Context: an optimization exercise on an open-source flow, tuned for small area. The choices shown serve that exercise and are no tape-out recipe.
Only simulation tests tie the RTL to the original design; equivalence was not proved.

==> flow/design.v <==
package fitnessPkg;
    localparam int DataWidth    = 8;     
    localparam int CalorieWidth = 24;    
    localparam int SecWidth     = 6;     
    localparam int SecondsWrap  = 59;    
    localparam int ProdWidth    = 14;    
    localparam int FifoDepth = 4;
    localparam int PtrWidth  = $clog2(FifoDepth);
    localparam logic [1:0] actIdle  = 2'd0;
    localparam logic [1:0] actRun   = 2'd1;
    localparam logic [1:0] actWalk  = 2'd2;
    localparam logic [1:0] actCycle = 2'd3;
endpackage
`timescale 1ns/1ps
import fitnessPkg::*;
module activityTimer (
    input  logic                clk,
    input  logic                rst,
    input  logic                secTick,
    input  logic [1:0]          activity,
    input  logic                sampleReady,
    output logic                sampleValid,
    output logic [1:0]          sampleActivity,
    output logic [SecWidth-1:0] sampleSeconds
);
    logic [SecWidth-1:0] secRun;
    logic [SecWidth-1:0] secWalk;
    logic [SecWidth-1:0] secCycle;
    logic                tickActive;
    assign tickActive = secTick && (activity != actIdle);
    function automatic logic [SecWidth-1:0] bump(input logic [SecWidth-1:0] s);
        bump = (s == SecWidth'(SecondsWrap)) ? '0 : s + SecWidth'(1);
    endfunction
    always_ff @(posedge clk or posedge rst) begin
        if (rst) begin
            secRun   <= '0;
            secWalk  <= '0;
            secCycle <= '0;
        end else if (secTick) begin
            if (activity == actRun)   secRun   <= bump(secRun);
            if (activity == actWalk)  secWalk  <= bump(secWalk);
            if (activity == actCycle) secCycle <= bump(secCycle);
        end
    end
    always_ff @(posedge clk or posedge rst) begin
        if (rst) begin
            sampleValid <= 1'b0;
        end else if (tickActive) begin
            sampleValid <= 1'b1;
        end else if (sampleReady) begin
            sampleValid <= 1'b0;
        end
    end
    always_ff @(posedge clk) begin
        if (tickActive) sampleActivity <= activity;
    end
    always_comb begin
        case (sampleActivity)
            actRun:  sampleSeconds = secRun;
            actWalk: sampleSeconds = secWalk;
            default: sampleSeconds = secCycle;
        endcase
    end
endmodule
`timescale 1ns/1ps
import fitnessPkg::*;
module sampleFifo (
    input  logic                clk,
    input  logic                rst,
    input  logic                sampleValid,
    input  logic [1:0]          sampleActivity,
    input  logic [SecWidth-1:0] sampleSeconds,
    output logic                sampleReady,
    output logic                fifoValid,
    output logic [1:0]          fifoActivity,
    output logic [SecWidth-1:0] fifoSeconds,
    input  logic                fifoReady
);
    logic [1:0]          memActivity [FifoDepth];
    logic [SecWidth-1:0] memSeconds  [FifoDepth];
    logic [PtrWidth-1:0] rdPtr;
    logic [PtrWidth-1:0] wrPtr;
    logic [PtrWidth:0]   count;
    logic                doWrite;
    logic                doRead;
    assign sampleReady = !count[PtrWidth];           
    assign fifoValid   = (count != '0);
    assign doWrite     = sampleValid && sampleReady;
    assign doRead      = fifoValid && fifoReady;
    assign wrPtr       = rdPtr + count[PtrWidth-1:0];
    assign fifoActivity = memActivity[rdPtr];
    assign fifoSeconds  = memSeconds[rdPtr];
    always_ff @(posedge clk) begin
        if (doWrite) begin
            memActivity[wrPtr] <= sampleActivity;
            memSeconds[wrPtr]  <= sampleSeconds;
        end
    end
    always_ff @(posedge clk or posedge rst) begin
        if (rst) begin
            rdPtr <= '0;
            count <= '0;
        end else begin
            if (doRead) rdPtr <= rdPtr + PtrWidth'(1);
            case ({doWrite, doRead})
                2'b10:   count <= count + 1'b1;
                2'b01:   count <= count - 1'b1;
                default: ;
            endcase
        end
    end
endmodule
`timescale 1ns/1ps
import fitnessPkg::*;
module serialDivider (
    input  logic                 clk,
    input  logic                 divLoad,
    input  logic [DataWidth-1:0] dividend,
    input  logic [DataWidth-1:0] divisor,
    output logic [DataWidth-1:0] quotient
);
    logic [DataWidth-1:0] remReg;
    logic [DataWidth-1:0] quoReg;
    logic [DataWidth:0]   trial;
    logic [DataWidth:0]   diff;
    assign trial = {remReg, quoReg[DataWidth-1]};
    assign diff  = trial - {1'b0, divisor};
    always_ff @(posedge clk) begin
        if (divLoad) begin
            remReg <= '0;
            quoReg <= dividend;
        end else begin
            remReg <= diff[DataWidth] ? trial[DataWidth-1:0] : diff[DataWidth-1:0];
            quoReg <= {quoReg[DataWidth-2:0], !diff[DataWidth]};
        end
    end
    assign quotient = quoReg;
endmodule
`timescale 1ns/1ps
import fitnessPkg::*;
module metricsEngine (
    input  logic                    clk,
    input  logic                    rst,
    input  logic                    fifoValid,
    input  logic [1:0]              fifoActivity,
    input  logic [SecWidth-1:0]     fifoSeconds,
    input  logic [DataWidth-1:0]    weight,
    input  logic [DataWidth-1:0]    restingRate,
    input  logic [DataWidth-1:0]    distance,
    output logic                    fifoReady,
    output logic [DataWidth-1:0]    secondsRun,
    output logic [DataWidth-1:0]    secondsWalk,
    output logic [DataWidth-1:0]    secondsCycle,
    output logic [CalorieWidth-1:0] caloriesRun,
    output logic [CalorieWidth-1:0] caloriesWalk,
    output logic [CalorieWidth-1:0] caloriesCycle,
    output logic [DataWidth-1:0]    speed,
    output logic [DataWidth-1:0]    targetRate,
    output logic                    resultValid
);
    logic [3:0]              state;
    logic                    sIdle;
    logic                    sCalc;
    logic                    sPub;
    logic [1:0]              curAct;
    logic [SecWidth-1:0]     curSec;
    logic [SecWidth-1:0]     secRun;
    logic [SecWidth-1:0]     secWalk;
    logic [SecWidth-1:0]     secCycle;
    logic [SecWidth-1:0]     nextRun;
    logic [SecWidth-1:0]     nextWalk;
    logic [SecWidth-1:0]     nextCycle;
    logic [DataWidth-1:0]    timeSum;
    logic                    timeZero;
    logic [ProdWidth-1:0]    prod;
    logic [SecWidth:0]       prodAdd;
    logic [ProdWidth+2:0]    prod5;
    logic [DataWidth-1:0]    quotient;
    logic [DataWidth-1:0]    speedThird;
    logic [DataWidth-1:0]    calcWeight;
    logic [DataWidth-1:0]    calcDistance;
    assign sIdle       = (state[3:1] == 3'b000);
    assign sCalc       = !state[3] && state[1];
    assign sPub        = !state[3] && state[2];
    assign resultValid = !state[3] && state[0];
    assign fifoReady   = sIdle;
    assign nextRun   = (curAct == actRun)   ? curSec : secRun;
    assign nextWalk  = (curAct == actWalk)  ? curSec : secWalk;
    assign nextCycle = (curAct == actCycle) ? curSec : secCycle;
    assign timeSum   = DataWidth'(nextRun) + DataWidth'(nextWalk) + DataWidth'(nextCycle);
    assign timeZero  = (nextRun == '0) && (nextWalk == '0) && (nextCycle == '0);
    assign calcWeight   = timeZero ? '0 : weight;
    assign calcDistance = timeZero ? '0 : distance;
    always_ff @(posedge clk or posedge rst) begin
        if (rst) begin
            state <= 4'b0000;
        end else begin
            casez (state)
                4'b1111: state <= 4'b0100;
                4'b1???: state <= state + 4'b0001;
                4'b0?1?: state <= timeZero ? 4'b0100 : 4'b1000;
                4'b01??: state <= 4'b0001;
                default: state <= fifoValid ? 4'b0010 : 4'b0000;
            endcase
        end
    end
    always_ff @(posedge clk) begin
        if (sIdle && fifoValid) begin
            curAct <= fifoActivity;
            curSec <= fifoSeconds;
        end
    end
    assign prodAdd = {1'b0, prod[ProdWidth-1:DataWidth]} + (prod[0] ? {1'b0, curSec} : '0);
    always_ff @(posedge clk) begin
        if (sCalc) prod <= {{SecWidth{1'b0}}, calcWeight};
        else       prod <= {prodAdd, prod[DataWidth-1:1]};
    end
    assign prod5 = {prod, 2'b00} + (ProdWidth+3)'(prod);
    serialDivider serialDivider_i (
        .clk      (clk),
        .divLoad  (sCalc),
        .dividend (calcDistance),
        .divisor  (timeSum),
        .quotient (quotient)
    );
    always_comb begin : divByThree
        logic [1:0] r;
        logic [2:0] t;
        r = 2'd0;
        for (int i = DataWidth - 1; i >= 0; i--) begin
            t = {r, quotient[i]};
            speedThird[i] = (t >= 3'd3);
            r = speedThird[i] ? 2'(t - 3'd3) : t[1:0];
        end
    end
    always_ff @(posedge clk or posedge rst) begin
        if (rst) begin
            secRun        <= '0;
            secWalk       <= '0;
            secCycle      <= '0;
            caloriesRun   <= '0;
            caloriesWalk  <= '0;
            caloriesCycle <= '0;
            speed         <= '0;
            targetRate    <= '0;
        end else if (sPub) begin
            secRun   <= nextRun;
            secWalk  <= nextWalk;
            secCycle <= nextCycle;
            case (curAct)
                actRun:   caloriesRun   <= CalorieWidth'({prod5, 1'b0});
                actWalk:  caloriesWalk  <= CalorieWidth'(prod5);
                actCycle: caloriesCycle <= CalorieWidth'({prod, 3'b000});
                default:  ;
            endcase
            speed      <= quotient;
            targetRate <= restingRate + (weight >> 1) + speedThird;
        end
    end
    assign secondsRun   = DataWidth'(secRun);
    assign secondsWalk  = DataWidth'(secWalk);
    assign secondsCycle = DataWidth'(secCycle);
endmodule
`timescale 1ns/1ps
import fitnessPkg::*;
module fitnessTracker (
    input  logic                    clk,
    input  logic                    rst,
    input  logic                    secTick,
    input  logic [1:0]              activity,
    input  logic [DataWidth-1:0]    weight,
    input  logic [DataWidth-1:0]    restingRate,
    input  logic [DataWidth-1:0]    distance,
    output logic [DataWidth-1:0]    secondsRun,
    output logic [DataWidth-1:0]    secondsWalk,
    output logic [DataWidth-1:0]    secondsCycle,
    output logic [CalorieWidth-1:0] caloriesRun,
    output logic [CalorieWidth-1:0] caloriesWalk,
    output logic [CalorieWidth-1:0] caloriesCycle,
    output logic [DataWidth-1:0]    speed,
    output logic [DataWidth-1:0]    targetRate,
    output logic                    resultValid
);
    logic                sampleValid;
    logic                sampleReady;
    logic [1:0]          sampleActivity;
    logic [SecWidth-1:0] sampleSeconds;
    logic                fifoValid;
    logic                fifoReady;
    logic [1:0]          fifoActivity;
    logic [SecWidth-1:0] fifoSeconds;
    activityTimer activityTimer_i (
        .clk            (clk),
        .rst            (rst),
        .secTick        (secTick),
        .activity       (activity),
        .sampleReady    (sampleReady),
        .sampleValid    (sampleValid),
        .sampleActivity (sampleActivity),
        .sampleSeconds  (sampleSeconds)
    );
    sampleFifo sampleFifo_i (
        .clk            (clk),
        .rst            (rst),
        .sampleValid    (sampleValid),
        .sampleActivity (sampleActivity),
        .sampleSeconds  (sampleSeconds),
        .sampleReady    (sampleReady),
        .fifoValid      (fifoValid),
        .fifoActivity   (fifoActivity),
        .fifoSeconds    (fifoSeconds),
        .fifoReady      (fifoReady)
    );
    metricsEngine metricsEngine_i (
        .clk           (clk),
        .rst           (rst),
        .fifoValid     (fifoValid),
        .fifoActivity  (fifoActivity),
        .fifoSeconds   (fifoSeconds),
        .weight        (weight),
        .restingRate   (restingRate),
        .distance      (distance),
        .fifoReady     (fifoReady),
        .secondsRun    (secondsRun),
        .secondsWalk   (secondsWalk),
        .secondsCycle  (secondsCycle),
        .caloriesRun   (caloriesRun),
        .caloriesWalk  (caloriesWalk),
        .caloriesCycle (caloriesCycle),
        .speed         (speed),
        .targetRate    (targetRate),
        .resultValid   (resultValid)
    );
endmodule
==> flow/flow/run.sh <==
#!/bin/bash
# Standard layout, with the port buffers made from the smallest buffer cell
# and a clock tree of mid-size buffers without dummy loads.
export BUFFER_PORTS_ARGS="-buffer_cell sky130_fd_sc_hd__buf_1"
export CTS_ARGS="-sink_clustering_enable -repair_clock_nets -dont_use_dummy_load -buf_list sky130_fd_sc_hd__clkbuf_8"
bash standard.sh > standard.log 2>&1
==> flow/standard.sh <==
#!/bin/bash
# synth_recipe.tcl (not shown) runs the flow's synth.tcl, then flattens the netlist and writes it again
# the make line also repeats each setting of config.mk as NAME=value (left out here)
make -C /OpenROAD-flow-scripts/flow DESIGN_CONFIG=/design/flow/config.mk WORK_HOME=/design/flow/orfs CLKGATE_MAP_FILE= SYNTH_SCRIPT=/design/flow/synth_recipe.tcl "${@:-finish}"
==> flow/config.mk <==
export PLATFORM = sky130hd
export DESIGN_NAME = fitnessTracker
export DESIGN_NICKNAME = fitnessTracker
export VERILOG_FILES = /design/flow/design.v
export SDC_FILE = /design/flow/constraint.sdc
export NUM_CORES = 4
export LEC_CHECK = 0
export CAP_MARGIN = 20
export CORE_MARGIN = 2
export CORE_UTILIZATION = 40
export SLEW_MARGIN = 20
==> flow/constraint.sdc <==
create_clock -name core_clock -period 12.0 [get_ports {clk}]
set_input_delay 2.4000 -clock core_clock [delete_from_list [all_inputs] [get_ports {clk}]]
set_output_delay 2.4000 -clock core_clock [all_outputs]
set_load 0.01 [all_outputs]
==> metrics.md, run 1 <==
| Metric | Value |
|---|---|
| CP arrival | `7.23 ns` |
| # diodes | `0` |
| Initial antenna violation count | `0` |
| Buf+Inv Stages, Crit Path | `1` |
| Via density | `4.95` |
| Synthesized area per cell | `10.5 um2` |
| Share of layout cells above drive strength 1 | `9.70%` |
| Post-route clock period utilization | `58.0%` |
| CTS buffer count | `17` |
| First-pass GRT wire length | `33800 um` |
| Cell area after layout | `0.0106 mm2` |
| Hold Path Class | `flip-flop to flip-flop` |
| Number of distinct library cells after synthesis | `65` |
| CP Max Fanout | `6` |
| DRT iter0 DRCs | `332` |
| TNS Setup | `0 ns` |
| Top Ports | `142` |
| Final hold vios | `0` |
| Delay-heaviest family, CP | `adder cells` |
| Setup Crit Path Kind | `flip-flop to flip-flop` |
| H-tree lvl count | `4` |
| Cell mode on critical path | `ha_1` |
| Number of global-route vias before repair | `6709` |
| Tightest Pin Transition | `1.05 ns` |
| CP max-delay cell | `fa_1` |
| DR vias | `6711` |
| Number of flops mapped to enable cells by yosys | `42` |
| Fillers | `2365` |
| CTS tree | `yes` |
| Area post-placement | `0.0104 mm2` |
| Avg WL per Cell | `14.9 um` |
| Worst rel slew slack | `29.9%` |
| Mux cell area share after synthesis | `8.52%` |
| Crit path required time | `12.28 ns` |
| DR pass1 iterations | `5` |
| Fmax | `0.144 GHz` |
| Total of max-cap violations | `0` |
| Pins over their slew limit | `0` |
| Setup Fix Bufs, Post-CTS | `0` |
| GRT Total Usage | `16.3%` |
| Main flop type after synthesis | `dfrtp_1` |
| Area leader, netlist | `dfrtp_1` |
| Post-synth top area share | `28.3%` |
| Skew final | `0.0372 ns` |
| GP Congestion | `0.839` |
| Outcome | `complete, no violations` |
| Nets | `1134` |
| Final ANT Viol Nets | `0` |
| Count of final setup violators | `0` |
| Post-CTS Resized | `0` |
| Clock Path Buffers | `2` |
| Cells after synthesis | `927` |
| Clock Tree Root | `clkbuf_8` |
| Commonest cells post-synth | `136 x nand2_1, 110 x dfrtp_1, 81 x o21ai_0` |
| Post-Synth Adder-Cell Area | `10.3%` |
| Cell Rows | `57` |
| Total core area | `0.0241 mm2` |
| Post-synthesis xor/xnor area fraction | `4.14%` |
| Largest family of logic cells by synthesized area | `simple AND/OR/NAND/NOR gates` |
| CP peak stage delay | `0.48 ns` |
| CTS sink cnt | `182` |
| Starting density of the core | `40.4%` |
| Count leader, synth | `nand2_1` |
| DP HPWL | `15300 um` |
| Synth area leaders | `dfrtp_1 28%, edfxtp_1 13%, ha_1 7.5%` |
| Crit. End Element | `flip-flop` |
| Yosys reg bits | `182` |
| Die Wd | `160 um` |
| Drc violations | `0` |
| Post-synthesis compound-gate area fraction | `11.8%` |
| Clk latency of the worst-skew pair | `0.45 ns` |
| RSZ-0062 raised after global routing | `false` |
| Ys Warns | `4` |
| Startpoint types | `flip-flop` |
| Synth Area in Simple Gates | `12.4%` |
| Fin crit period | `6.96 ns` |
| Mapped Area | `0.00974 mm2` |
| Die ar. | `0.0256 mm2` |
| Chip Height | `160 um` |
| P&R area growth vs syn | `9.20%` |
| Drt total wl | `20200 um` |
| Gr ovfl total | `0` |
| Port Buffers | `111` |
| Asr flop ratio synth | `60.4%` |
| # hold bufs at CTS | `0` |
| Clk pin slew, worst setup/hold paths | `0.10 ns` |
| Sequential element share of the synthesized area | `47.4%` |
| Largest net degree at the start of global routing | `71` |
-- final cells by class --
| cell class | instances | area [um2] | share of cell area [%] |
|---|---|---|---|
| Tap cell | 324 | 405 | 3.81 |
| Multi-Input combinational cell | 664 | 4720 | 44.4 |
| Sequential cell | 182 | 4610 | 43.4 |
| Inverter | 50 | 190 | 1.79 |
| Clock buffer | 17 | 234 | 2.20 |
| Timing Repair Buffer | 118 | 469 | 4.41 |
-- logic make-up after synthesis --
group,after synthesis
AO/OA/AOI/OAI,184
XOR/XNOR,46
adder cells (fa/ha/maj),72
buffers and inverters,110
flip-flops,182
multiplexers,66
other,1
AND/OR/NAND/NOR,266
-- placed cells by master (no fill, tap or decap), drive strengths merged, types with 8 or more instances in the layout --
master  Yosys  final
nand3       8      8
conb        1     30
mux4        8      8
o31ai       9      9
clkbuf     26     17
edfxtp     42     42
nor2b      20     20
nor2       44     44
buf        34    118
nor3       18     18
dfxtp      30     30
ha         58     58
nand2     136    136
a21oi      25     25
and2        8      8
o21ai      81     81
dfrtp     110    110
xor2       21     21
nand2b      8      8
fa         14     14
a21o       18     18
inv        50     50
mux2       52     52
xnor2      25     25
-- metal layers --
layer	GRT usage [%]	part of all wire, %	vias to the layer above
met1	21.7	47	3194
met3	3.38	3.5	17
li1	-	-	3370
met2	27.4	48	130
met5	0	0	-
met4	3.93	1.3	0
-- flip-flops by register name, indices dropped and copies added (netlist names), 3 cells and up --
| signal | cells |
|---|---|
| sampleFifo_i.count | 3 |
| activityTimer_i.secCycle | 6 |
| metricsEngine_i.caloriesCycle | 14 |
| activityTimer_i.secRun | 6 |
| metricsEngine_i.state | 4 |
| activityTimer_i.secWalk | 6 |
| metricsEngine_i.caloriesWalk | 17 |
| metricsEngine_i.serialDivider_i.quoReg | 8 |
| metricsEngine_i.serialDivider_i.remReg | 8 |
| sampleFifo_i.memActivity | 8 |
| metricsEngine_i.secCycle | 6 |
| metricsEngine_i.secWalk | 6 |
| metricsEngine_i.prod | 14 |
| metricsEngine_i.curSec | 6 |
| metricsEngine_i.speed | 8 |
| metricsEngine_i.caloriesRun | 17 |
| metricsEngine_i.targetRate | 8 |
| sampleFifo_i.memSeconds | 24 |
| metricsEngine_i.secRun | 6 |
-- final timing paths --
| check | start | endpoint | slack, ns | cells after the start |
|---|---|---|---|---|
| max reg2reg | metricsEngine_i.serialDivider_i.quoReg[6] | metricsEngine_i.targetRate[7] | 5.04 | 35 |
| min reg2reg | metricsEngine_i.serialDivider_i.quoReg[0] | metricsEngine_i.speed[0] | 0.48 | 2 |
| max | metricsEngine_i.serialDivider_i.quoReg[6] | metricsEngine_i.targetRate[7] | 5.04 | 35 |
| min | metricsEngine_i.serialDivider_i.quoReg[0] | metricsEngine_i.speed[0] | 0.48 | 2 |
| min in group asynchronous | rst | activityTimer_i.secCycle[5] | 1.99 | 2 |
| max in group asynchronous | rst | metricsEngine_i.secCycle[1] | 8.63 | 3 |
-- metrics by stage --
stage	hold slack [ns]	instances	util, %	setup slack, ns
after floorplan	0.426	956	-	5.67
after global placement	0.456	1338	43.1	5.34
after detailed placement	0.461	1338	43.1	5.09
after CTS	0.477	1355	44.1	5.06
after global routing	0.504	1355	44.1	4.40
final	0.478	1355	44.1	5.04
-- tightest hold or removal path, cell delays in order (launching register included) --
cell,delay (ns)
dfxtp_1,0.35
nand2_1,0.06
nand2_1,0.04
==> inputs of run 2 (changes only) <==
==> flow/run.sh (new file) <==
#!/bin/bash
# synth_recipe.tcl (not shown) runs the flow's synth.tcl, then flattens the netlist and writes it again
# the make line also repeats each setting of config.mk as NAME=value (left out here)
make -C /OpenROAD-flow-scripts/flow DESIGN_CONFIG=/design/flow/config.mk WORK_HOME=/design/flow/orfs CLKGATE_MAP_FILE= SYNTH_SCRIPT=/design/flow/synth_recipe.tcl finish
removed: flow/flow/run.sh
removed: flow/standard.sh
==> run 2 against run 1 <==
Effect of this change:
- critical path type unchanged
- register-to-register slack hardly changed
- cell area is 10% higher
- utilization is 4.4 points higher
- first-iteration DRC count shrank 3.0%
- via count up 0.48%
==> metrics.md, run 2 <==
| Metric | Value |
|---|---|
| Commonest cells post-synth | `136 x nand2_1, 110 x dfrtp_1, 81 x o21ai_0` |
| Top Ports | `142 (unchanged)` |
| Worst R2R Start | `metricsEngine_i.serialDivider_i.quoReg[7]` |
| Post-synth top area share | `28.3% (unchanged)` |
| # hold bufs at CTS | `0 (unchanged)` |
| GRT Total Usage | `16.7% (+0.35 points)` |
| CP peak stage delay | `0.48 ns (about the same)` |
| CTS sink cnt | `182 (unchanged)` |
| Worst hold endpoint | `metricsEngine_i.caloriesRun[13]` |
| DP HPWL | `15400 um (+0.87%)` |
| Fin crit period | `6.94 ns (-0.0131 ns)` |
| CTS buffer count | `17 (unchanged)` |
| Total of max-cap violations | `0 (unchanged)` |
| Area post-placement | `0.0111 mm2 (+6.7%)` |
| Drc violations | `0 (unchanged)` |
| TNS Setup | `0 ns (unchanged)` |
| Setup Fix Bufs, Post-CTS | `0 (unchanged)` |
| Outcome | `complete, no violations` |
| Die Wd | `160 um (unchanged)` |
| Crit path required time | `12.28 ns (about the same)` |
| Worst rel slew slack | `28.8% (-1.1 points)` |
| Setup Crit Path Kind | `flip-flop to flip-flop` |
| Port Buffers | `111 (unchanged)` |
| Worst Hold Depth | `2 (unchanged)` |
| Reg2Reg Setup Slack | `5.06 ns (about the same)` |
| Startpoint types | `flip-flop` |
| Most common cell after layout, fill and taps aside | `nand2_1` |
| Avg WL per Cell | `15.0 um (+0.83%)` |
| Synthesized area per cell | `10.5 um2 (unchanged)` |
| Cell Rows | `57 (unchanged)` |
| Most frequent cells in the layout | `136 x nand2_1, 111 x clkdlybuf4s50_1, 110 x dfrtp_1` |
| Share of layout cells above drive strength 1 | `10.8% (+1.1 points)` |
| Chip Height | `160 um (unchanged)` |
| Asr flop ratio synth | `60.4% (unchanged)` |
| Final ANT Viol Nets | `0 (unchanged)` |
| RSZ-0062 raised after global routing | `false` |
| Sequential element share of the synthesized area | `47.4% (unchanged)` |
| Hold Path Class | `flip-flop to flip-flop` |
| Count leader, synth | `nand2_1` |
| Biggest register | `sampleFifo_i.memSeconds` |
| Ys Warns | `4 (unchanged)` |
| Cell area after layout | `0.0117 mm2 (+10%)` |
| CP max-delay cell | `fa_1` |
| Largest registers | `sampleFifo_i.memSeconds x24, metricsEngine_i.caloriesRun x17, metricsEngine_i.caloriesWalk x17` |
| Critical R2R Capture | `metricsEngine_i.targetRate[7]` |
| Clock Path Buffers | `2 (unchanged)` |
| Nets | `1134 (unchanged)` |
| Count of final setup violators | `0 (unchanged)` |
| DRT iter0 DRCs | `322 (-3.0%)` |
| Cell mode on critical path | `ha_1` |
| DR pass1 iterations | `4 (-1)` |
| Number of global-route vias before repair | `6817 (+1.6%)` |
| Via density | `4.92 (-0.62%)` |
| GP Congestion | `0.800 (-4.7%)` |
| Gr ovfl total | `0 (unchanged)` |
| Fmax | `0.144 GHz (+0.19%)` |
| Die ar. | `0.0256 mm2 (unchanged)` |
| Mapped Area | `0.00974 mm2 (unchanged)` |
| P&R area growth vs syn | `20.2%` |
| Number of flops mapped to enable cells by yosys | `42 (unchanged)` |
| CP arrival | `7.22 ns (about the same)` |
| Cells after synthesis | `927 (unchanged)` |
| Main flop type after synthesis | `dfrtp_1` |
| Clock Tree Root | `clkbuf_16` |
| CTS tree | `yes` |
| Final hold vios | `0 (unchanged)` |
| Total core area | `0.0241 mm2 (unchanged)` |
| Post-route clock period utilization | `57.9% (-0.11 points)` |
| Crit. End Element | `flip-flop` |
| Tightest Pin Transition | `1.06 ns (+0.0165 ns)` |
| CP Max Fanout | `6 (unchanged)` |
| Synth area leaders | `dfrtp_1 28%, edfxtp_1 13%, ha_1 7.5%` |
| First-pass GRT wire length | `34400 um (+1.8%)` |
| Clk latency of the worst-skew pair | `0.44 ns (about the same)` |
| Yosys reg bits | `182 (unchanged)` |
| Post-CTS Resized | `0 (unchanged)` |
| Number of distinct library cells after synthesis | `65 (unchanged)` |
| Starting density of the core | `40.4% (unchanged)` |
| Drt total wl | `20600 um (+1.9%)` |
| Largest net degree at the start of global routing | `70 (-1.4%)` |
| DR vias | `6743 (+0.48%)` |
| Initial antenna violation count | `0 (unchanged)` |
| H-tree lvl count | `4 (unchanged)` |
| Area leader, netlist | `dfrtp_1` |
| Pins over their slew limit | `0 (unchanged)` |
| Clk pin slew, worst setup/hold paths | `0.07 ns (-0.03 ns)` |
| Max FFs per register | `24 (unchanged)` |
| Skew final | `0.0157 ns (-0.0215 ns)` |
| Worst Reg-to-Reg Cells | `35 (unchanged)` |
| # diodes | `0 (unchanged)` |
| Hold_sp | `metricsEngine_i.caloriesRun[13]` |
run 2: per-stage QoR:
stage | setup slack, ns | utilization [%] | hold slack, ns | instances
finish | 5.06 | 48.6 | 0.478 | 1370
global route | 4.54 | 48.6 | 0.511 | 1370
CTS | 5.13 | 48.5 | 0.482 | 1370
detailed placement | 5.14 | 46.0 | 0.467 | 1338
global placement | 5.35 | 46.0 | 0.461 | 1338
floorplan | 5.67 | - | 0.426 | 956
run 2: kinds of logic (layout without fill, tap and decap cells):
family / Yosys count / after routing / synth area share [%]
AO/OA/AOI/OAI: 184 / 184 / 11.8
XOR/XNOR: 46 / 46 / 4.14
adder cells (fa/ha/maj): 72 / 72 / 10.3
buffers and inverters: 110 / 200 / 5.42
flip-flops: 182 / 182 / 47.4
multiplexers: 66 / 66 / 8.52
other: 1 / 30 / 0.0385
AND/OR/NAND/NOR: 266 / 266 / 12.4
run 2: worst max path at each step:
| stage | cells past startpoint | slack [ns] | from | endpoint |
|---|---|---|---|---|
| floorplan | 33 | 5.67 | metricsEngine_i.serialDivider_i.quoReg[6] | metricsEngine_i.targetRate[7] |
| detailed placement | 35 | 5.14 | metricsEngine_i.serialDivider_i.quoReg[7] | metricsEngine_i.targetRate[7] |
| finish | 35 | 5.06 | metricsEngine_i.serialDivider_i.quoReg[7] | metricsEngine_i.targetRate[7] |
| global route | 35 | 4.54 | metricsEngine_i.serialDivider_i.quoReg[7] | metricsEngine_i.targetRate[7] |
| CTS | 35 | 5.13 | metricsEngine_i.serialDivider_i.quoReg[7] | metricsEngine_i.targetRate[7] |
| global placement | 33 | 5.35 | metricsEngine_i.serialDivider_i.quoReg[6] | metricsEngine_i.targetRate[7] |
run 2: critical path, delay by kind of cell (launching register included):
kind,cells,cell delay (ns)
buffers and inverters,1,0.04
flip-flops,1,0.43
adder cells (fa/ha/maj),8,2.24
AND/OR/NAND/NOR,12,1.76
multiplexers,1,0.31
XOR/XNOR,2,0.28
AO/OA/AOI/OAI,11,1.74
run 2: area by class of cell:
type	count	area (um2)
inverters	50	190
flip-flops and latches	182	4610
multi-input cells	664	4730
well taps	324	405
clock inverters	13	161
repair buffers	118	1160
clock buffers	19	443
fillers	2281	12400
run 2: per-layer routing:
layer,GRT usage (%),routed length [um],vias up,part of all wire [%]
li1,-,-,3383,-
met1,21.7,9460,3177,46
met2,28.7,9990,153,49
met3,2.99,809,30,3.9
met4,4.71,310,0,1.5
met5,0,0,-,0
==> inputs of run 3 (changes only) <==
--- a/flow/design.v
+++ b/flow/design.v
@@ -13,2 +13,19 @@
 endpackage
+module rcAdd #(
+    parameter int W = 8
+) (
+    input  logic [W-1:0] a,
+    input  logic [W-1:0] b,
+    input  logic         ci,
+    output logic [W-1:0] s,
+    output logic         co
+);
+    logic [W:0] c;
+    assign c[0] = ci;
+    for (genvar i = 0; i < W; i++) begin : bitGen
+        assign s[i]   = a[i] ^ b[i] ^ c[i];
+        assign c[i+1] = (a[i] & b[i]) | (c[i] & (a[i] ^ b[i]));
+    end
+    assign co = c[W];
+endmodule
 `timescale 1ns/1ps
@@ -126,3 +143,9 @@
     assign trial = {remReg, quoReg[DataWidth-1]};
-    assign diff  = trial - {1'b0, divisor};
+    rcAdd #(.W(DataWidth + 1)) sub_i (
+        .a  (trial),
+        .b  ({1'b1, ~divisor}),
+        .ci (1'b1),
+        .s  (diff),
+        .co ()
+    );
     always_ff @(posedge clk) begin
@@ -189,3 +212,17 @@
     assign nextCycle = (curAct == actCycle) ? curSec : secCycle;
-    assign timeSum   = DataWidth'(nextRun) + DataWidth'(nextWalk) + DataWidth'(nextCycle);
+    logic [SecWidth:0] pairSum;
+    rcAdd #(.W(SecWidth)) pairAdd_i (
+        .a  (nextRun),
+        .b  (nextWalk),
+        .ci (1'b0),
+        .s  (pairSum[SecWidth-1:0]),
+        .co (pairSum[SecWidth])
+    );
+    rcAdd #(.W(SecWidth + 1)) totalAdd_i (
+        .a  (pairSum),
+        .b  ({1'b0, nextCycle}),
+        .ci (1'b0),
+        .s  (timeSum[SecWidth:0]),
+        .co (timeSum[SecWidth+1])
+    );
     assign timeZero  = (nextRun == '0) && (nextWalk == '0) && (nextCycle == '0);
@@ -212,3 +249,9 @@
     end
-    assign prodAdd = {1'b0, prod[ProdWidth-1:DataWidth]} + (prod[0] ? {1'b0, curSec} : '0);
+    rcAdd #(.W(SecWidth)) prodAdd_i (
+        .a  (prod[ProdWidth-1:DataWidth]),
+        .b  (prod[0] ? curSec : '0),
+        .ci (1'b0),
+        .s  (prodAdd[SecWidth-1:0]),
+        .co (prodAdd[SecWidth])
+    );
     always_ff @(posedge clk) begin
@@ -217,3 +260,10 @@
     end
-    assign prod5 = {prod, 2'b00} + (ProdWidth+3)'(prod);
+    assign prod5[1:0] = prod[1:0];
+    rcAdd #(.W(ProdWidth)) prod5Add_i (
+        .a  (prod),
+        .b  ({2'b00, prod[ProdWidth-1:2]}),
+        .ci (1'b0),
+        .s  (prod5[ProdWidth+1:2]),
+        .co (prod5[ProdWidth+2])
+    );
     serialDivider serialDivider_i (
@@ -235,2 +285,15 @@
     end
+    logic [DataWidth-1:0] targetNew;
+    logic [DataWidth-1:0] csaSum;
+    logic [DataWidth-1:0] csaCarry;
+    assign csaSum   = restingRate ^ (weight >> 1) ^ speedThird;
+    assign csaCarry = (restingRate & (weight >> 1)) | (restingRate & speedThird)
+                    | ((weight >> 1) & speedThird);
+    rcAdd #(.W(DataWidth)) targetAdd_i (
+        .a  (csaSum),
+        .b  ({csaCarry[DataWidth-2:0], 1'b0}),
+        .ci (1'b0),
+        .s  (targetNew),
+        .co ()
+    );
     always_ff @(posedge clk or posedge rst) begin
@@ -256,3 +319,3 @@
             speed      <= quotient;
-            targetRate <= restingRate + (weight >> 1) + speedThird;
+            targetRate <= targetNew;
         end
==> flow/flow/run.sh (new file) <==
#!/bin/bash
# The standard layout (standard.sh) with three changes:
#  - synthesis maps the logic with an area-oriented ABC script (flow/abc.script);
#    everything else in synthesis, registers included, is the standard one
#  - the port buffers use the smallest buffer cell
#  - the clock tree uses clkbuf_8 and no dummy loads
set -euo pipefail
here=$(pwd)
{
  cat <<'TCL'
proc abc {args} {
  set i [lsearch -exact $args -script]
  if { $i >= 0 } {
    set args [lreplace $args [expr {$i + 1}] [expr {$i + 1}] $::env(FLOW_ABC_SCRIPT)]
  }
  yosys abc {*}$args
}
TCL
  cat synth_recipe.tcl
} > flow_synth.tcl
export FLOW_ABC_SCRIPT="$here/flow/abc.script"
export BUFFER_PORTS_ARGS="-buffer_cell sky130_fd_sc_hd__buf_1"
export CTS_ARGS="-sink_clustering_enable -repair_clock_nets -dont_use_dummy_load -buf_list sky130_fd_sc_hd__clkbuf_8 -sink_clustering_size 24 -sink_clustering_max_diameter 120"
export SKIP_REPAIR_TIE_FANOUT=1
bash standard.sh SYNTH_SCRIPT="$here/flow_synth.tcl" finish > standard.log 2>&1
==> flow/flow/abc.script (new file) <==
strash
dch
amap
==> flow/standard.sh (new file) <==
#!/bin/bash
# synth_recipe.tcl (not shown) runs the flow's synth.tcl, then flattens the netlist and writes it again
# the make line also repeats each setting of config.mk as NAME=value (left out here)
make -C /OpenROAD-flow-scripts/flow DESIGN_CONFIG=/design/flow/config.mk WORK_HOME=/design/flow/orfs CLKGATE_MAP_FILE= SYNTH_SCRIPT=/design/flow/synth_recipe.tcl "${@:-finish}"
removed: flow/run.sh
==> run 3 against run 2 <==
Effect of this change:
- synthesized cell count shrank 13%
- still clean on timing, DRC and antenna
- critical path type unchanged
- fmax is 6.3% lower
- largest cell class is now sequential cells
- synthesized area down 11%
==> metrics.md, run 3 <==
| Metric | Value |
|---|---|
| Outcome | `complete, no violations` |
| Reg2Reg Setup Slack | `4.59 ns (-0.47 ns)` |
| GRT Total Usage | `16.1% (-0.59 points)` |
| First-pass GRT wire length | `28500 um (-17%)` |
| # hold bufs at CTS | `0 (unchanged)` |
| Nets | `1007 (-11%)` |
| CTS buffer count | `17 (unchanged)` |
| Main flop type after synthesis | `dfrtp_1` |
| Count leader, synth | `clkinv_1` |
| Area leader, netlist | `dfrtp_1` |
| RSZ-0062 raised after global routing | `false` |
| End of the critical path | `metricsEngine_i.targetRate[7]` |
| Placed Instances | `1165 (-13%)` |
| CP peak stage delay | `0.48 ns (about the same)` |
| Commonest cells post-synth | `145 x clkinv_1, 110 x dfrtp_1, 79 x nand2_1, 79 x o21ai_0, 57 x nor2_1` |
| Post-synth top area share | `31.9% (+3.6 points)` |
| Crit. End Element | `flip-flop` |
| CTS tree | `yes` |
| Largest family of logic cells by synthesized area | `compound AO/OA/AOI/OAI gates` |
| Final hold vios | `0 (unchanged)` |
| Crit path required time | `12.32 ns (+0.04 ns)` |
| Synth Area in Simple Gates | `7.82% (-4.6 points)` |
| Fillers | `2052 (-10%)` |
| Clock Path Buffers | `2 (unchanged)` |
| Cells after synthesis | `805 (-13%)` |
| Setup Crit Path Kind | `flip-flop to flip-flop` |
| Startpoint types | `flip-flop` |
| Avg WL per Cell | `14.8 um (-1.3%)` |
| Gr ovfl total | `0 (unchanged)` |
| Total core area | `0.0211 mm2 (-13%)` |
| Clk latency of the worst-skew pair | `0.46 ns (+0.02 ns)` |
| Ys Warns | `4 (unchanged)` |
| Sequential element share of the synthesized area | `53.5% (+6.1 points)` |
| GP Congestion | `0.863 (+7.9%)` |
| Mux cell area share after synthesis | `0% (-8.5 points)` |
| Post-CTS Resized | `0 (unchanged)` |
| Area post-placement | `0.00922 mm2 (-17%)` |
| Biggest register | `sampleFifo_i.memSeconds` |
| Number of distinct library cells after synthesis | `34 (-48%)` |
| Port Buffers | `111 (unchanged)` |
| Drt total wl | `17500 um (-15%)` |
| Post-synthesis xor/xnor area fraction | `0% (-4.1 points)` |
| Worst rel slew slack | `33.2% (+4.4 points)` |
| Cell Rows | `53 (-7.0%)` |
| DP HPWL | `13400 um (-13%)` |
| Yosys reg bits | `182 (unchanged)` |
| Critical Path Source | `metricsEngine_i.serialDivider_i.quoReg[6]` |
| CP arrival | `7.73 ns (+0.51 ns)` |
| Tightest Pin Transition | `0.991 ns (-0.0735 ns)` |
| Largest net degree at the start of global routing | `57 (-19%)` |
| Fin cells | `1182 (-14%)` |
| Hold Path Class | `flip-flop to flip-flop` |
| DRT iter0 DRCs | `241 (-25%)` |
| Drc violations | `0 (unchanged)` |
| Cell area after layout | `0.00946 mm2 (-19%)` |
| CTS sink cnt | `182 (unchanged)` |
| Mapped Area | `0.00863 mm2 (-11%)` |
| Max FFs per register | `24 (unchanged)` |
| CP max-delay cell | `a211oi_1` |
| Number of flops mapped to enable cells by yosys | `42 (unchanged)` |
| Count of final setup violators | `0 (unchanged)` |
| Top Ports | `142 (unchanged)` |
| Worst Hold Depth | `2 (unchanged)` |
| Pins over their slew limit | `0 (unchanged)` |
| Chip Height | `151 um (-5.7%)` |
| Number of global-route vias before repair | `5704 (-16%)` |
| Largest registers | `sampleFifo_i.memSeconds x24, metricsEngine_i.caloriesRun x17, metricsEngine_i.caloriesWalk x17` |
| Total of max-cap violations | `0 (unchanged)` |
| DR pass1 iterations | `4 (unchanged)` |
| Die Wd | `151 um (-5.7%)` |
| Fmax | `0.135 GHz (-6.3%)` |
| Post-Synth Adder-Cell Area | `14.0% (+3.7 points)` |
| Initial antenna violation count | `0 (unchanged)` |
| H-tree lvl count | `4 (unchanged)` |
| Die ar. | `0.0228 mm2 (-11%)` |
| DR vias | `5897 (-13%)` |
| Post-route clock period utilization | `61.8% (+3.9 points)` |
| TNS Setup | `0 ns (unchanged)` |
| Critical R2R Capture | `metricsEngine_i.targetRate[7]` |
| Worst R2R Start | `metricsEngine_i.serialDivider_i.quoReg[6]` |
| Asr flop ratio synth | `60.4% (unchanged)` |
| Most common cell after layout, fill and taps aside | `clkinv_1` |
| Setup Fix Bufs, Post-CTS | `0 (unchanged)` |
| Share of layout cells above drive strength 1 | `3.09% (-7.7 points)` |
| Synthesized area per cell | `10.7 um2 (+2.0%)` |
| Synth area leaders | `dfrtp_1 32%, edfxtp_1 15%, fa_1 11%` |
| P&R area growth vs syn | `9.63%` |
| Worst Reg-to-Reg Cells | `35 (unchanged)` |
| Via density | `4.99 (+1.4%)` |
| Starting density of the core | `40.9% (+0.51 points)` |
| Clock Tree Root | `clkbuf_8` |
| Most frequent cells in the layout | `144 x clkinv_1, 111 x buf_1, 110 x dfrtp_1` |
| CP Max Fanout | `5 (-1)` |
| Final ANT Viol Nets | `0 (unchanged)` |
| Post-synthesis compound-gate area fraction | `15.7% (+4.0 points)` |
| Skew final | `0.0440 ns (+0.0283 ns)` |
| Clk pin slew, worst setup/hold paths | `0.08 ns (about the same)` |
| # diodes | `0 (unchanged)` |
| Fin crit period | `7.41 ns (+0.468 ns)` |
run 3: cell types whose count changed after synthesis, moves of 26 or more:
cell / delta
clkbuf_1: -26
clkinv_1: +145
fa_1: +32
ha_1: -35
inv_1: -50
mux2_2: -51
nand2_1: -57
o22ai_1: +38
run 3: area by class of cell:
type	count	area, um2	share of cell area, %
clock buffer	17	234	2.47
inverter	145	547	5.78
multi-input combinational	448	3270	34.6
sequential	182	4610	48.8
tap	275	344	3.64
timing repair buffer	115	447	4.72
run 3: kinds of logic after synthesis:
kind of cell	after synthesis
AOI/OAI and AO/OA	213
and+or+nand+nor	165
other	1
buffers and inverters	175
adders and majority gates	69
DFF	182
run 3: critical path: cells and delay by family (launching register included):
| family | cells | cell delay [ns] |
|---|---|---|
| fa+ha+maj | 12 | 3.40 |
| compound gates | 14 | 2.67 |
| buf+inv | 5 | 0.47 |
| simple gates | 4 | 0.44 |
| flops | 1 | 0.30 |
run 3: per-layer routing:
metal  vias to the layer above  share of wire, %  global-route usage, %
met5                         -                 0                      0
met3                        21               3.9                   3.28
met4                         0               1.8                   5.37
met1                      2826                45                   20.6
li1                       2944                 -                      -
met2                       106                49                   27.4
run 3: metrics by stage:
stage	hold slack, ns	worst slack (ns)	util [%]
after floorplan	0.454	5.16	-
after global placement	0.460	4.80	43.7
after detailed placement	0.468	4.58	43.7
after CTS	0.452	4.59	44.8
after global routing	0.498	3.94	44.9
final	0.452	4.59	44.9
run 3: worst min path at each step:
stage | end | slack, ns | from
global route | metricsEngine_i.serialDivider_i.remReg[7] | 0.50 | metricsEngine_i.serialDivider_i.remReg[6]
CTS | metricsEngine_i.serialDivider_i.remReg[7] | 0.45 | metricsEngine_i.serialDivider_i.remReg[6]
floorplan | activityTimer_i.sampleValid | 0.45 | activityTimer_i.sampleValid
global placement | metricsEngine_i.caloriesRun[12] | 0.46 | metricsEngine_i.caloriesRun[12]
detailed placement | metricsEngine_i.caloriesWalk[5] | 0.47 | metricsEngine_i.caloriesWalk[5]
finish | metricsEngine_i.serialDivider_i.remReg[7] | 0.45 | metricsEngine_i.serialDivider_i.remReg[6]
==> inputs of run 4 (changes only) <==
--- a/flow/flow/run.sh
+++ b/flow/flow/run.sh
@@ -22,4 +22,3 @@
 export BUFFER_PORTS_ARGS="-buffer_cell sky130_fd_sc_hd__buf_1"
-export CTS_ARGS="-sink_clustering_enable -repair_clock_nets -dont_use_dummy_load -buf_list sky130_fd_sc_hd__clkbuf_8 -sink_clustering_size 24 -sink_clustering_max_diameter 120"
-export SKIP_REPAIR_TIE_FANOUT=1
+export CTS_ARGS="-sink_clustering_enable -repair_clock_nets -dont_use_dummy_load -buf_list sky130_fd_sc_hd__clkbuf_8 -sink_clustering_size 40 -sink_clustering_max_diameter 200"
 bash standard.sh SYNTH_SCRIPT="$here/flow_synth.tcl" finish > standard.log 2>&1
==> run 4 against run 3 <==
Effect of this change:
- sequential cell count unchanged
- critical path depth unchanged
- sequential share of layout area down 0.61 points
- clock skew down 0.0042 ns
- via count up 0.70%
- utilization up 0.56 points
- register-to-register slack worse by 0.04 ns
- first-iteration DRC count up 50%
- synthesized cell count unchanged
==> metrics.md, run 4 <==
| Metric | Value |
|---|---|
| Clock Path Buffers | `2 (unchanged)` |
| CP max-delay cell | `a211oi_1` |
| Final hold slack | `0.478 ns (+0.0260 ns)` |
| Reg2Reg Setup Slack | `4.55 ns (-0.04 ns)` |
| Cell Rows | `53 (unchanged)` |
| Sequential element share of the synthesized area | `53.5% (unchanged)` |
| Post-route clock period utilization | `62.1% (+0.36 points)` |
| Final hold vios | `0 (unchanged)` |
| Hold Path Class | `flip-flop to flip-flop` |
| Critical R2R Capture | `metricsEngine_i.targetRate[7]` |
| Skew final | `0.0399 ns (-0.00418 ns)` |
| CTS buffer count | `17 (unchanged)` |
| CTS tree | `yes` |
| Count of final setup violators | `0 (unchanged)` |
| Via density | `4.89 (-2.0%)` |
| Mapped Area | `0.00863 mm2 (unchanged)` |
| Max FFs per register | `24 (unchanged)` |
| Drt total wl | `17700 um (+1.0%)` |
| Startpoint types | `flip-flop` |
| Die Wd | `151 um (unchanged)` |
| CP arrival | `7.79 ns (+0.06 ns)` |
| Pins over their slew limit | `0 (unchanged)` |
| Post-CTS Resized | `0 (unchanged)` |
| Number of distinct library cells after synthesis | `34 (unchanged)` |
| Synth area leaders | `dfrtp_1 32%, edfxtp_1 15%, fa_1 11%` |
| Synthesized area per cell | `10.7 um2 (unchanged)` |
| Drc violations | `0 (unchanged)` |
| Crit path required time | `12.33 ns (about the same)` |
| # hold bufs at CTS | `0 (unchanged)` |
| Tightest Pin Transition | `0.995 ns (+0.00401 ns)` |
| Nets | `1040 (+3.3%)` |
| Main flop type after synthesis | `dfrtp_1` |
| Outcome | `complete, no violations` |
| Commonest cells post-synth | `145 x clkinv_1, 110 x dfrtp_1, 79 x nand2_1, 79 x o21ai_0, 57 x nor2_1` |
| DR vias | `5938 (+0.70%)` |
| DP HPWL | `13500 um (+0.65%)` |
| First-pass GRT wire length | `28900 um (+1.2%)` |
| Top Ports | `142 (unchanged)` |
| Slack of the critical path | `4.55 ns (-0.0426 ns)` |
| Largest registers | `sampleFifo_i.memSeconds x24, metricsEngine_i.caloriesRun x17, metricsEngine_i.caloriesWalk x17` |
| Starting density of the core | `40.9% (unchanged)` |
| Total core area | `0.0211 mm2 (unchanged)` |
| DR pass1 iterations | `5 (+1)` |
| Initial antenna violation count | `0 (unchanged)` |
| Hold_sp | `metricsEngine_i.caloriesWalk[11]` |
| # diodes | `0 (unchanged)` |
| Most common cell after layout, fill and taps aside | `clkinv_1` |
| Asr flop ratio synth | `60.4% (unchanged)` |
| Port Buffers | `111 (unchanged)` |
| Fmax | `0.134 GHz (-0.57%)` |
| Final ANT Viol Nets | `0 (unchanged)` |
| CTS sink cnt | `182 (unchanged)` |
| Chip Height | `151 um (unchanged)` |
| Worst hold endpoint | `metricsEngine_i.caloriesWalk[11]` |
| Setup Fix Bufs, Post-CTS | `0 (unchanged)` |
| CP Max Fanout | `5 (unchanged)` |
| Yosys reg bits | `182 (unchanged)` |
| Clock Tree Root | `clkbuf_8` |
| Placed Instances | `1198 (+2.8%)` |
| Ys Warns | `4 (unchanged)` |
| Biggest register | `sampleFifo_i.memSeconds` |
| CP peak stage delay | `0.48 ns (about the same)` |
| RSZ-0062 raised after global routing | `false` |
| Largest net degree at the start of global routing | `68 (+19%)` |
| P&R area growth vs syn | `11.0%` |
| Most frequent cells in the layout | `144 x clkinv_1, 111 x buf_1, 110 x dfrtp_1` |
| GRT Total Usage | `16.4% (+0.29 points)` |
| Number of global-route vias before repair | `5785 (+1.4%)` |
| Setup Crit Path Kind | `flip-flop to flip-flop` |
| Crit. End Element | `flip-flop` |
| Fin cells | `1215 (+2.8%)` |
| Total of max-cap violations | `0 (unchanged)` |
| Worst slack, placed | `4.56 ns (-0.0182 ns)` |
| Clk pin slew, worst setup/hold paths | `0.07 ns (about the same)` |
| Worst R2R Start | `metricsEngine_i.serialDivider_i.quoReg[6]` |
| Clk latency of the worst-skew pair | `0.47 ns (about the same)` |
| Worst Reg-to-Reg Cells | `35 (unchanged)` |
| Count leader, synth | `clkinv_1` |
| DRT iter0 DRCs | `362 (+50%)` |
| Number of flops mapped to enable cells by yosys | `42 (unchanged)` |
| Worst rel slew slack | `33.0% (-0.27 points)` |
| Avg WL per Cell | `14.6 um (-1.7%)` |
| Worst Hold Depth | `2 (unchanged)` |
| Post-synth top area share | `31.9% (unchanged)` |
| H-tree lvl count | `4 (unchanged)` |
| Die ar. | `0.0228 mm2 (unchanged)` |
| Share of layout cells above drive strength 1 | `2.98% (-0.11 points)` |
| Area leader, netlist | `dfrtp_1` |
| GP Congestion | `0.879 (+1.8%)` |
| Cells after synthesis | `805 (unchanged)` |
| Final Util | `45.4% (+0.56 points)` |
| TNS Setup | `0 ns (unchanged)` |
| Fin crit period | `7.45 ns (+0.0426 ns)` |
| Gr ovfl total | `0 (unchanged)` |
-- run 4: changes by cell type in the layout (fill, tap and decap cells not counted) --
cell and change:
buf_4 +4, nor3_2 -4, conb_1 +29, nor3_1 +4
-- run 4: cell families (layout without fill, tap and decap cells) --
kind of cell | count (synthesis) | after routing | synth area share [%]
AO/OA/AOI/OAI | 213 | 213 | 15.7
flip-flops | 182 | 182 | 53.5
buffers and inverters | 175 | 281 | 8.92
AND/OR/NAND/NOR | 165 | 165 | 7.82
adder cells (fa/ha/maj) | 69 | 69 | 14.0
other | 1 | 30 | 0.0435
-- run 4: how the worst max path moves through the flow --
stage	startpoint	end	cells past startpoint
2_1_floorplan	metricsEngine_i.serialDivider_i.quoReg[6]	metricsEngine_i.targetRate[7]	35
3_3_place_gp	metricsEngine_i.serialDivider_i.quoReg[6]	metricsEngine_i.targetRate[7]	35
3_5_place_dp	metricsEngine_i.serialDivider_i.quoReg[6]	metricsEngine_i.targetRate[7]	35
4_1_cts	metricsEngine_i.serialDivider_i.quoReg[6]	metricsEngine_i.targetRate[7]	35
5_1_grt	metricsEngine_i.serialDivider_i.quoReg[6]	metricsEngine_i.targetRate[7]	35
6_report	metricsEngine_i.serialDivider_i.quoReg[6]	metricsEngine_i.targetRate[7]	35
-- run 4: final cells by class --
class                   instances  area (um2)
fillers                      2015       11500
flip-flops and latches        182        4610
multi-input cells             477        3360
inverters                     145         547
repair buffers                119         477
well taps                     275         344
clock buffers                  17         234
-- run 4: critical path: cells and delay by family, from the launching register on --
kind / cells / cell delay [ns]
AO/OA/AOI/OAI: 14 / 2.70
adder cells (fa/ha/maj): 12 / 3.44
buffers and inverters: 5 / 0.45
flip-flops: 1 / 0.30
AND/OR/NAND/NOR: 4 / 0.44
-- run 4: metrics by stage --
stage,area [um2]
3_5_place_dp,9340
6_report,9580
3_3_place_gp,9340
2_1_floorplan,8740
4_1_cts,9580
5_1_grt,9580
-- run 4: routing by layer --
metal / global-route usage (%) / vias up / routed length, um
met5: 0 / - / 0
met4: 5.33 / 0 / 284
met3: 3.58 / 21 / 830
met2: 27.6 / 131 / 8730
met1: 21.1 / 2821 / 7860
li1: - / 2965 / -
==> inputs of run 5 (changes only) <==
--- a/flow/flow/run.sh
+++ b/flow/flow/run.sh
@@ -22,3 +22,3 @@
 export BUFFER_PORTS_ARGS="-buffer_cell sky130_fd_sc_hd__buf_1"
-export CTS_ARGS="-sink_clustering_enable -repair_clock_nets -dont_use_dummy_load -buf_list sky130_fd_sc_hd__clkbuf_8 -sink_clustering_size 40 -sink_clustering_max_diameter 200"
+export CTS_ARGS="-sink_clustering_enable -repair_clock_nets -dont_use_dummy_load -buf_list sky130_fd_sc_hd__clkbuf_8"
 bash standard.sh SYNTH_SCRIPT="$here/flow_synth.tcl" finish > standard.log 2>&1
==> run 5 against run 4 <==
Effect of this change:
- still clean
- synthesized area is the same
- global-route usage is the same
- clock-buffer cell count is the same
- utilization is the same
- fmax is the same
- first-iteration DRC count is the same
- non-clock buffer count is the same
- critical path type unchanged
==> metrics.md, run 5 <==
| Metric | Value |
|---|---|
| Sequential element share of the synthesized area | `53.5% (unchanged)` |
| Post-CTS Resized | `0 (unchanged)` |
| Initial antenna violation count | `0 (unchanged)` |
| Avg WL per Cell | `14.6 um (unchanged)` |
| Post-route clock period utilization | `62.1% (unchanged)` |
| Total core area | `0.0211 mm2 (unchanged)` |
| Post-synth top area share | `31.9% (unchanged)` |
| Delay-heaviest family, CP | `adder cells` |
| Largest net degree at the start of global routing | `68 (unchanged)` |
| P&R area growth vs syn | `11.0% (unchanged)` |
| Number of global-route vias before repair | `5785 (unchanged)` |
| Drc violations | `0 (unchanged)` |
| Final Util | `45.4% (unchanged)` |
| Fmax | `0.134 GHz (unchanged)` |
| Drt total wl | `17700 um (unchanged)` |
| CP arrival | `7.79 ns (about the same)` |
| Startpoint types | `flip-flop` |
| First-pass GRT wire length | `28900 um (unchanged)` |
| Port Buffers | `111 (unchanged)` |
| Crit path required time | `12.33 ns (about the same)` |
| Final hold vios | `0 (unchanged)` |
| Setup Fix Bufs, Post-CTS | `0 (unchanged)` |
| Cells after synthesis | `805 (unchanged)` |
| GRT Total Usage | `16.4% (unchanged)` |
| RSZ-0062 raised after global routing | `false` |
| DRT iter0 DRCs | `362 (unchanged)` |
| Clk pin slew, worst setup/hold paths | `0.07 ns (about the same)` |
| DP HPWL | `13500 um (unchanged)` |
| Mapped Area | `0.00863 mm2 (unchanged)` |
| Final ANT Viol Nets | `0 (unchanged)` |
| Via density | `4.89 (unchanged)` |
| Top Ports | `142 (unchanged)` |
| # diodes | `0 (unchanged)` |
| DR vias | `5938 (unchanged)` |
| Total of max-cap violations | `0 (unchanged)` |
| Synth area leaders | `dfrtp_1 32%, edfxtp_1 15%, fa_1 11%` |
| Fin crit period | `7.45 ns (unchanged)` |
| Tightest Pin Transition | `0.995 ns (unchanged)` |
| Outcome | `complete, no violations` |
| Most common cell after layout, fill and taps aside | `clkinv_1` |
| CP max-delay cell | `a211oi_1` |
| Setup Crit Path Kind | `flip-flop to flip-flop` |
| Count of final setup violators | `0 (unchanged)` |
| Hold Path Class | `flip-flop to flip-flop` |
| CP peak stage delay | `0.48 ns (about the same)` |
| Clock Tree Root | `clkbuf_8` |
| Cell Rows | `53 (unchanged)` |
| Fin cells | `1215 (unchanged)` |
| TNS Setup | `0 ns (unchanged)` |
| Die Wd | `151 um (unchanged)` |
| Starting density of the core | `40.9% (unchanged)` |
| Worst rel slew slack | `33.0% (unchanged)` |
| CTS tree | `yes` |
| Biggest register | `sampleFifo_i.memSeconds` |
| Most frequent cells in the layout | `144 x clkinv_1, 111 x buf_1, 110 x dfrtp_1` |
| Clock Path Buffers | `2 (unchanged)` |
| CTS sink cnt | `182 (unchanged)` |
| Largest registers | `sampleFifo_i.memSeconds x24, metricsEngine_i.caloriesRun x17, metricsEngine_i.caloriesWalk x17` |
| Skew final | `0.0399 ns (unchanged)` |
| H-tree lvl count | `4 (unchanged)` |
| Ys Warns | `4 (unchanged)` |
| GP Congestion | `0.879 (unchanged)` |
| Main flop type after synthesis | `dfrtp_1` |
| Number of distinct library cells after synthesis | `34 (unchanged)` |
| Area leader, netlist | `dfrtp_1` |
| Placed Instances | `1198 (unchanged)` |
| Commonest cells post-synth | `145 x clkinv_1, 110 x dfrtp_1, 79 x nand2_1, 79 x o21ai_0, 57 x nor2_1` |
| CP Max Fanout | `5 (unchanged)` |
| Number of flops mapped to enable cells by yosys | `42 (unchanged)` |
| Share of layout cells above drive strength 1 | `2.98% (unchanged)` |
| Synthesized area per cell | `10.7 um2 (unchanged)` |
| Die ar. | `0.0228 mm2 (unchanged)` |
| Pins over their slew limit | `0 (unchanged)` |
| Gr ovfl total | `0 (unchanged)` |
| Count leader, synth | `clkinv_1` |
| Clk latency of the worst-skew pair | `0.47 ns (about the same)` |
| Crit. End Element | `flip-flop` |
| Buf+Inv Stages, Crit Path | `5 (unchanged)` |
| Chip Height | `151 um (unchanged)` |
| Nets | `1040 (unchanged)` |
| Yosys reg bits | `182 (unchanged)` |
| Max FFs per register | `24 (unchanged)` |
| # hold bufs at CTS | `0 (unchanged)` |
| DR pass1 iterations | `5 (unchanged)` |
| CTS buffer count | `17 (unchanged)` |
| Asr flop ratio synth | `60.4% (unchanged)` |
run 5: cell counts after synthesis:
No cell type changed its count.
run 5: cell families (layout without fill, tap and decap cells):
group,after synthesis,in the layout,share of synthesized area [%]
other,1,30,0.0435
flip-flops,182,182,53.5
AND/OR/NAND/NOR,165,165,7.82
adder cells (fa/ha/maj),69,69,14.0
buffers and inverters,175,281,8.92
AO/OA/AOI/OAI,213,213,15.7
run 5: tightest hold or removal path, cell delays in order (launching register included):
cell and delay [ns]:
dfrtp_1 0.34, nand2_1 0.04, o21ai_0 0.06
run 5: cell type report:
| cell class | instances | area, um2 |
|---|---|---|
| Clock buffer | 17 | 234 |
| Fill cell | 2015 | 11500 |
| Timing Repair Buffer | 119 | 477 |
| Tap cell | 275 | 344 |
| Inverter | 145 | 547 |
| Sequential cell | 182 | 4610 |
| Multi-Input combinational cell | 477 | 3360 |
run 5: final timing paths:
check                                                          start                          endpoint  slack, ns  cells after the start
min                                 metricsEngine_i.caloriesWalk[11]  metricsEngine_i.caloriesWalk[11]       0.48                      2
max                        metricsEngine_i.serialDivider_i.quoReg[6]     metricsEngine_i.targetRate[7]       4.55                     35
min in group asynchronous                                        rst        activityTimer_i.secWalk[4]       1.99                      2
max in group asynchronous                                        rst       metricsEngine_i.secCycle[5]       8.67                      3
min reg2reg                         metricsEngine_i.caloriesWalk[11]  metricsEngine_i.caloriesWalk[11]       0.48                      2
max reg2reg                metricsEngine_i.serialDivider_i.quoReg[6]     metricsEngine_i.targetRate[7]       4.55                     35
run 5: metal layers:
layer  GRT usage (%)  up-vias  part of all wire, %
met5               0        -                    0
met3            3.58       21                  4.7
met4            5.33        0                  1.6
met1            21.1     2821                   44
li1                -     2965                    -
met2            27.6      131                   49
run 5: metrics by stage:
step | cell area, um2 | worst slack [ns] | hold WS (ns)
global route | 9580 | 3.98 | 0.496
detailed placement | 9340 | 4.56 | 0.469
floorplan | 8740 | 5.16 | 0.454
global placement | 9340 | 4.81 | 0.459
CTS | 9580 | 4.56 | 0.484
finish | 9580 | 4.55 | 0.478
==> inputs of run 6 (changes only) <==
--- a/flow/design.v
+++ b/flow/design.v
@@ -47,4 +47,13 @@
     assign tickActive = secTick && (activity != actIdle);
-    function automatic logic [SecWidth-1:0] bump(input logic [SecWidth-1:0] s);
-        bump = (s == SecWidth'(SecondsWrap)) ? '0 : s + SecWidth'(1);
+    function automatic logic [SecWidth-1:0] step(input logic [SecWidth-1:0] s, input logic en);
+        logic wrap;
+        logic [SecWidth-1:0] t;
+        wrap = s[5] & s[4] & s[3];
+        t[0] = en;
+        t[1] = en & s[0];
+        t[2] = en & s[0] & s[1] & !wrap;
+        t[3] = en & s[0] & s[1] & (s[2] | wrap);
+        t[4] = en & s[0] & s[1] & ((s[2] & s[3]) | wrap);
+        t[5] = en & s[0] & s[1] & ((s[2] & s[3] & s[4]) | wrap);
+        step = s ^ t;
     endfunction
@@ -55,6 +64,6 @@
             secCycle <= '0;
-        end else if (secTick) begin
-            if (activity == actRun)   secRun   <= bump(secRun);
-            if (activity == actWalk)  secWalk  <= bump(secWalk);
-            if (activity == actCycle) secCycle <= bump(secCycle);
+        end else begin
+            secRun   <= step(secRun,   secTick && (activity == actRun));
+            secWalk  <= step(secWalk,  secTick && (activity == actWalk));
+            secCycle <= step(secCycle, secTick && (activity == actCycle));
         end
--- a/flow/flow/run.sh
+++ b/flow/flow/run.sh
@@ -6,2 +6,3 @@
 #  - the clock tree uses clkbuf_8 and no dummy loads
+#  - one tie cell drives all the constant outputs
 set -euo pipefail
@@ -23,2 +24,3 @@
 export CTS_ARGS="-sink_clustering_enable -repair_clock_nets -dont_use_dummy_load -buf_list sky130_fd_sc_hd__clkbuf_8"
+export SKIP_REPAIR_TIE_FANOUT=1
 bash standard.sh SYNTH_SCRIPT="$here/flow_synth.tcl" finish > standard.log 2>&1
==> flow/flow/abc.script (replaced) <==
strash
dch -f
amap -m -F 4 -A 8
==> run 6 against run 5 <==
Effect of this change:
- hold slack gained 0.0021 ns
- via count shrank 3.8%
- clock skew down 0.0075 ns
- register-to-register slack lost 0.74 ns
- fmax fell by 9.0%
- highest routed layer unchanged
- sequential cell count unchanged
- critical path depth up 2
- synthesized area shrank 1.7%
- critical endpoint unchanged
- non-clock buffer count up 1
- wire length increased by 3.8%
- global-route usage rose by 0.94 points
==> metrics.md, run 6 <==
| Metric | Value |
|---|---|
| Nets | `961 (-7.6%)` |
| Main flop type after synthesis | `dfrtp_1` |
| Cells after synthesis | `751 (-6.7%)` |
| Delay-heaviest family, CP | `adder cells` |
| DR vias | `5713 (-3.8%)` |
| Crit. End Element | `flip-flop` |
| Count leader, synth | `clkinv_1` |
| Synthesized area per cell | `11.3 um2 (+5.4%)` |
| Crit path required time | `12.36 ns (+0.03 ns)` |
| Biggest register | `sampleFifo_i.memSeconds` |
| Largest net degree at the start of global routing | `59 (-13%)` |
| Top Ports | `142 (unchanged)` |
| CTS sink cnt | `182 (unchanged)` |
| Fillers | `2014 (-0.050%)` |
| CP peak stage delay | `0.56 ns (+0.08 ns)` |
| Avg WL per Cell | `16.2 um (+11%)` |
| DR pass1 iterations | `4 (-1)` |
| Mux cell area share after synthesis | `0% (unchanged)` |
| Fmax | `0.122 GHz (-9.0%)` |
| DRT iter0 DRCs | `276 (-24%)` |
| Top layer in use | `met4` |
| Drc violations | `0 (unchanged)` |
| CTS buffer count | `17 (unchanged)` |
| Buf+Inv Stages, Crit Path | `5 (unchanged)` |
| Outcome | `complete, no violations` |
| Starting density of the core | `40.6% (-0.32 points)` |
| Synth Area in Simple Gates | `5.95% (-1.9 points)` |
| CP max-delay cell | `a211oi_1` |
| Gr ovfl total | `0 (unchanged)` |
| Asr flop ratio synth | `60.4% (unchanged)` |
| Port Buffers | `111 (unchanged)` |
| # hold bufs at CTS | `0 (unchanged)` |
| Final ANT Viol Nets | `0 (unchanged)` |
| Number of flops mapped to enable cells by yosys | `42 (unchanged)` |
| Commonest cells post-synth | `130 x clkinv_1, 110 x dfrtp_1, 75 x nor2_1` |
| Total core area | `0.0209 mm2 (-0.94%)` |
| DP HPWL | `13600 um (+0.72%)` |
| Worst hold endpoint | `activityTimer_i.sampleValid` |
| Ys Warns | `4 (unchanged)` |
| Critical R2R Capture | `metricsEngine_i.targetRate[7]` |
| Final hold slack | `0.480 ns (+0.00210 ns)` |
| Most frequent cells in the layout | `129 x clkinv_1, 111 x buf_1, 110 x dfrtp_1` |
| Post-route clock period utilization | `68.3% (+6.2 points)` |
| Post-CTS Resized | `0 (unchanged)` |
| Area leader, netlist | `dfrtp_1` |
| Fin crit period | `8.19 ns (+0.739 ns)` |
run 6: per-stage QoR:
step / setup slack (ns) / std cells / instance area, um2
after global routing: 2.96 / 1133 / 9330
final: 3.81 / 1133 / 9330
after detailed placement: 3.89 / 1116 / 9090
after global placement: 4.10 / 1116 / 9090
after CTS: 3.83 / 1133 / 9330
after floorplan: 4.56 / 751 / 8480
run 6: area by class of cell:
cell class	instances	area share, %
flip-flops and latches	182	49.5
multi-input cells	409	33.9
inverters	130	5.26
repair buffers	120	5.19
well taps	275	3.69
clock buffers	17	2.51
run 6: how the worst max path moves through the flow:
stage | slack, ns | to | depth (start not counted)
2_1_floorplan | 4.56 | metricsEngine_i.targetRate[7] | 36
3_3_place_gp | 4.10 | metricsEngine_i.targetRate[7] | 37
3_5_place_dp | 3.89 | metricsEngine_i.targetRate[7] | 37
4_1_cts | 3.83 | metricsEngine_i.targetRate[7] | 37
5_1_grt | 2.96 | metricsEngine_i.targetRate[7] | 37
6_report | 3.81 | metricsEngine_i.targetRate[7] | 37
run 6: layer usage:
layer	global-route usage, %	up-vias
li1	-	2772
met1	23.0	2804
met2	28.5	121
met3	4.02	16
met4	4.95	0
met5	0	-
run 6: cell families (layout without fill, tap and decap cells):
kind of cell	Yosys count	count (layout)
compound gates	211	211
xor+xnor	2	2
fa+ha+maj	72	72
buf+inv	160	267
flops	182	182
other cells	1	1
simple gates	123	123

-- afterwards: timing with drivers on the ports --
No port has a modelled driver above. Below, the same layouts with a new extraction and two added sets of constraints.
Step 1: set_driving_cell puts a clkbuf_16 on clk and a buf_2 on each other input, an assumption about the parent block.
Step 2 times the ports against the registers' clock, not the clock port: input delays grow and output delays shrink by t, the midpoint of the rising clock arrivals with the driver on.
Three values: no drivers, after step 1, after step 2; two values: the first two.
run | t (ns) | setup WS [ns] | worst setup path at the end
run 1 | 0.474 | 5.045 / 5.045 / 5.045 | register to register
run 2 | 0.474 | 5.058 / 5.058 / 5.058 | register to register
run 3 | 0.476 | 4.590 / 4.590 / 4.590 | register to register
run 4 | 0.483 | 4.547 / 4.547 / 4.547 | register to register
run 5 | 0.483 | 4.547 / 4.547 / 4.547 | register to register
run 6 | 0.481 | 3.808 / 3.808 / 3.808 | register to register
After both steps setup and hold are still met in every run listed.
